Source: an optimization exercise on an open RTL-to-GDS flow (aim: small area). Production flows keep margins and buffers that such runs may drop.
Only simulation tests tie the RTL to the original design; equivalence was not proved.
Power figures rest on the tool's default switching activity, not on a simulated workload.

Design monopix_core, start of the top module:
module monopix_core #(
  parameter int unsigned N_COL = 8,
  parameter int unsigned N_ROW = 16
) (
  input  logic                   CLK_BX_PAD,
  input  logic                   RESET_BCID_PAD,
  input  logic [N_COL*N_ROW-1:0] ANA_HIT,
  input  logic                   PULSE_PAD,
  input  logic [N_COL*N_ROW-1:0] INJ_EN,
  input  logic                   FREEZE_PAD,
  input  logic                   READ_PAD,
  output logic                   TOKEN_PAD,
  output logic                   OUT_PAD,
  output logic                   HIT_OR_PAD
);
Size in the first run: about 6600 cells after synthesis, roughly 2000 flip-flops.
Settings: LEC_CHECK=0, CAP_MARGIN=5, CORE_MARGIN=2, CORE_UTILIZATION=35, PLACE_DENSITY=0.5, SLEW_MARGIN=10, SYNTH_HIERARCHICAL=1, SYNTH_MINIMUM_KEEP_SIZE=0; clock period 8.0 ns.
standard.sh (not shown) runs the stock make flow with config.mk's settings and CLKGATE_MAP_FILE= SYNTH_SCRIPT=/design/flow/synth_recipe.tcl, a recipe that flattens the netlist after the stock synthesis.
==> flow/flow/run.sh <==
#!/bin/bash
# Standard ORFS layout with three changes:
#  * abc maps the combinational logic with an area-oriented script
#    (flow/abc_area.script) in place of ORFS's delay-oriented one; the
#    flip-flops are mapped before abc runs, so they are the standard ones
#  * a leaner clock tree: no dummy loads, larger sink clusters
#  * minimum-size port buffers
set -euo pipefail
rm -rf myscripts
cp -r "$FLOW_HOME/scripts" myscripts
cp flow/abc_area.script myscripts/abc_speed.script
export CTS_ARGS="-sink_clustering_enable -repair_clock_nets -dont_use_dummy_load -sink_clustering_size 25 -sink_clustering_max_diameter 150 -buf_list {sky130_fd_sc_hd__clkbuf_16}"
export BUFFER_PORTS_ARGS="-buffer_cell sky130_fd_sc_hd__buf_1"
bash standard.sh SCRIPTS_DIR="$PWD/myscripts" finish > standard.log 2>&1
==> flow/flow/abc_area.script <==
strash
ifraig
dc2
&get -n
&deepsyn -T 40
&put
dch -f
amap
strash
dch -f
amap
mfs2 -a
strash
dch -f
amap
The starting point completed with no timing, DRC or antenna violations.
Next try:
- CORE_UTILIZATION: 35 -> 40
- PLACE_DENSITY: 0.5 -> 0.55
Area after synthesis does not change.
Wire length falls by 4.4%.
Clock power is about the same.
Fmax rises by about 8%.
Global-route usage rises by 2.5 points.
Hold slack gets worse by 0.034 ns.
Design area falls by about 0.6%.

monopix_core, a different RTL version from the one above (not shown whole).
Size in the first run: about 2000 flip-flops.
Settings: LEC_CHECK=0, CAP_MARGIN=20, CORE_MARGIN=2, CORE_UTILIZATION=35, PLACE_DENSITY=0.5, SLEW_MARGIN=20, SYNTH_HIERARCHICAL=1, SYNTH_MINIMUM_KEEP_SIZE=0; clock period 8.0 ns.
==> flow/flow/run.sh <==
#!/bin/bash
# Standard ORFS layout with three changes:
#  * abc maps the combinational logic with an area-oriented script
#    (flow/abc_area.script) in place of ORFS's delay-oriented one; the
#    flip-flops are mapped before abc runs, so they are the standard ones
#  * a leaner clock tree: no dummy loads, larger sink clusters
#  * minimum-size port buffers
set -euo pipefail
rm -rf myscripts
cp -r "$FLOW_HOME/scripts" myscripts
cp flow/abc_area.script myscripts/abc_speed.script
export CTS_ARGS="-sink_clustering_enable -repair_clock_nets -dont_use_dummy_load -sink_clustering_size 25 -sink_clustering_max_diameter 100 -buf_list {sky130_fd_sc_hd__clkbuf_16}"
export BUFFER_PORTS_ARGS="-buffer_cell sky130_fd_sc_hd__buf_1"
bash standard.sh SCRIPTS_DIR="$PWD/myscripts" finish > standard.log 2>&1
==> flow/flow/abc_area.script <==
strash
ifraig
dc2
dch -f
amap
strash
dch -f
amap
The starting point completed with no timing, DRC or antenna violations.
Next try:
--- a/flow/flow/run.sh
+++ b/flow/flow/run.sh
@@ -10,5 +10,5 @@
 cp -r "$FLOW_HOME/scripts" myscripts
 cp flow/abc_area.script myscripts/abc_speed.script
-export CTS_ARGS="-sink_clustering_enable -repair_clock_nets -dont_use_dummy_load -sink_clustering_size 25 -sink_clustering_max_diameter 100 -buf_list {sky130_fd_sc_hd__clkbuf_16}"
+export CTS_ARGS="-sink_clustering_enable -repair_clock_nets -dont_use_dummy_load -sink_clustering_size 25 -sink_clustering_max_diameter 150 -buf_list {sky130_fd_sc_hd__clkbuf_16}"
 export BUFFER_PORTS_ARGS="-buffer_cell sky130_fd_sc_hd__buf_1"
 bash standard.sh SCRIPTS_DIR="$PWD/myscripts" finish > standard.log 2>&1
==> flow/flow/abc_area.script (replaced) <==
strash
ifraig
dc2
&get -n
&deepsyn -T 40
&put
dch -f
amap
strash
dch -f
amap
mfs2 -a
strash
dch -f
amap
CAP_MARGIN = 5   (was 20)
CORE_UTILIZATION = 40   (was 35)
PLACE_DENSITY = 0.55   (was 0.5)
SLEW_MARGIN = 10   (was 20)
=>
- The changed run completed with no timing, DRC or antenna violations
- hold slack is about the same
- final cell count goes down by 4.1%
- via count goes down by 0.32%
- routed wire length goes down by 2.0%
- clock-buffer cell count goes down by 3
- area after synthesis goes down by 0.55%
- clock power goes down by about 2%
- sequential power goes down by about 5%
- die area goes down by 13%
- setup slack gets better by 75 ps
- maximum frequency goes up by 1.0%
Next try:
CORE_UTILIZATION = 35   (was 40)
PLACE_DENSITY = 0.5   (was 0.55)
- The changed run completed without violations
- combinational power stays flat
- synthesized area stays the same
- sequential cell count stays the same
- clock skew is lower by 61 ps
- die area is higher by 14%
- clock power hardly moves
Next try:
--- a/flow/flow/run.sh
+++ b/flow/flow/run.sh
@@ -10,5 +10,5 @@
 cp -r "$FLOW_HOME/scripts" myscripts
 cp flow/abc_area.script myscripts/abc_speed.script
-export CTS_ARGS="-sink_clustering_enable -repair_clock_nets -dont_use_dummy_load -sink_clustering_size 25 -sink_clustering_max_diameter 150 -buf_list {sky130_fd_sc_hd__clkbuf_16}"
+export CTS_ARGS="-sink_clustering_enable -repair_clock_nets -dont_use_dummy_load -sink_clustering_size 25 -sink_clustering_max_diameter 100 -buf_list {sky130_fd_sc_hd__clkbuf_16}"
 export BUFFER_PORTS_ARGS="-buffer_cell sky130_fd_sc_hd__buf_1"
 bash standard.sh SCRIPTS_DIR="$PWD/myscripts" finish > standard.log 2>&1
==> flow/flow/abc_area.script (replaced) <==
strash
ifraig
dc2
dch -f
amap
strash
dch -f
amap
mfs2 -a
strash
dch -f
amap
Outcome: Cell count hardly moves. Global-route usage goes up by 0.32 points. Sequential cell count is unchanged. Clock power came out higher by about 3%. Design area goes up by 0.41%. Synthesized cell count hardly moves.

-- afterwards: timing with drivers on the ports --
The results above use ideal ports. As a check the final layouts listed here were re-extracted and re-timed, cells and wires unchanged.
Step 1, drivers: a clkbuf_16 drives CLK_BX_PAD and a buf_2 each remaining input, both assumed.
Step 2 times the ports against the registers' clock, not the clock port: input delays grow and output delays shrink by t, the midpoint of the rising clock arrivals with the driver on.
a / b / c = ideal ports / drivers / drivers and shift; a / b = the first two.
run	shift t [ns]	slack for setup (ns)	worst data-port slew with drivers (ns)	cell pins on the clock port's net
the first run of note 1	0.835	1.158 / 1.158 / 1.158	0.06	1
the second run of note 1	0.826	1.674 / 1.674 / 1.674	0.08	1
the first run of note 2	0.819	0.574 / 0.574 / 0.574	0.04	1
the second run of note 2	0.811	0.648 / 0.648 / 0.648	0.07	1
the third run of note 2	0.831	0.354 / 0.354 / 0.354	0.04	1
the fourth run of note 2	0.825	0.726 / 0.726 / 0.726	0.03	1
After both steps every run listed still meets setup and hold.
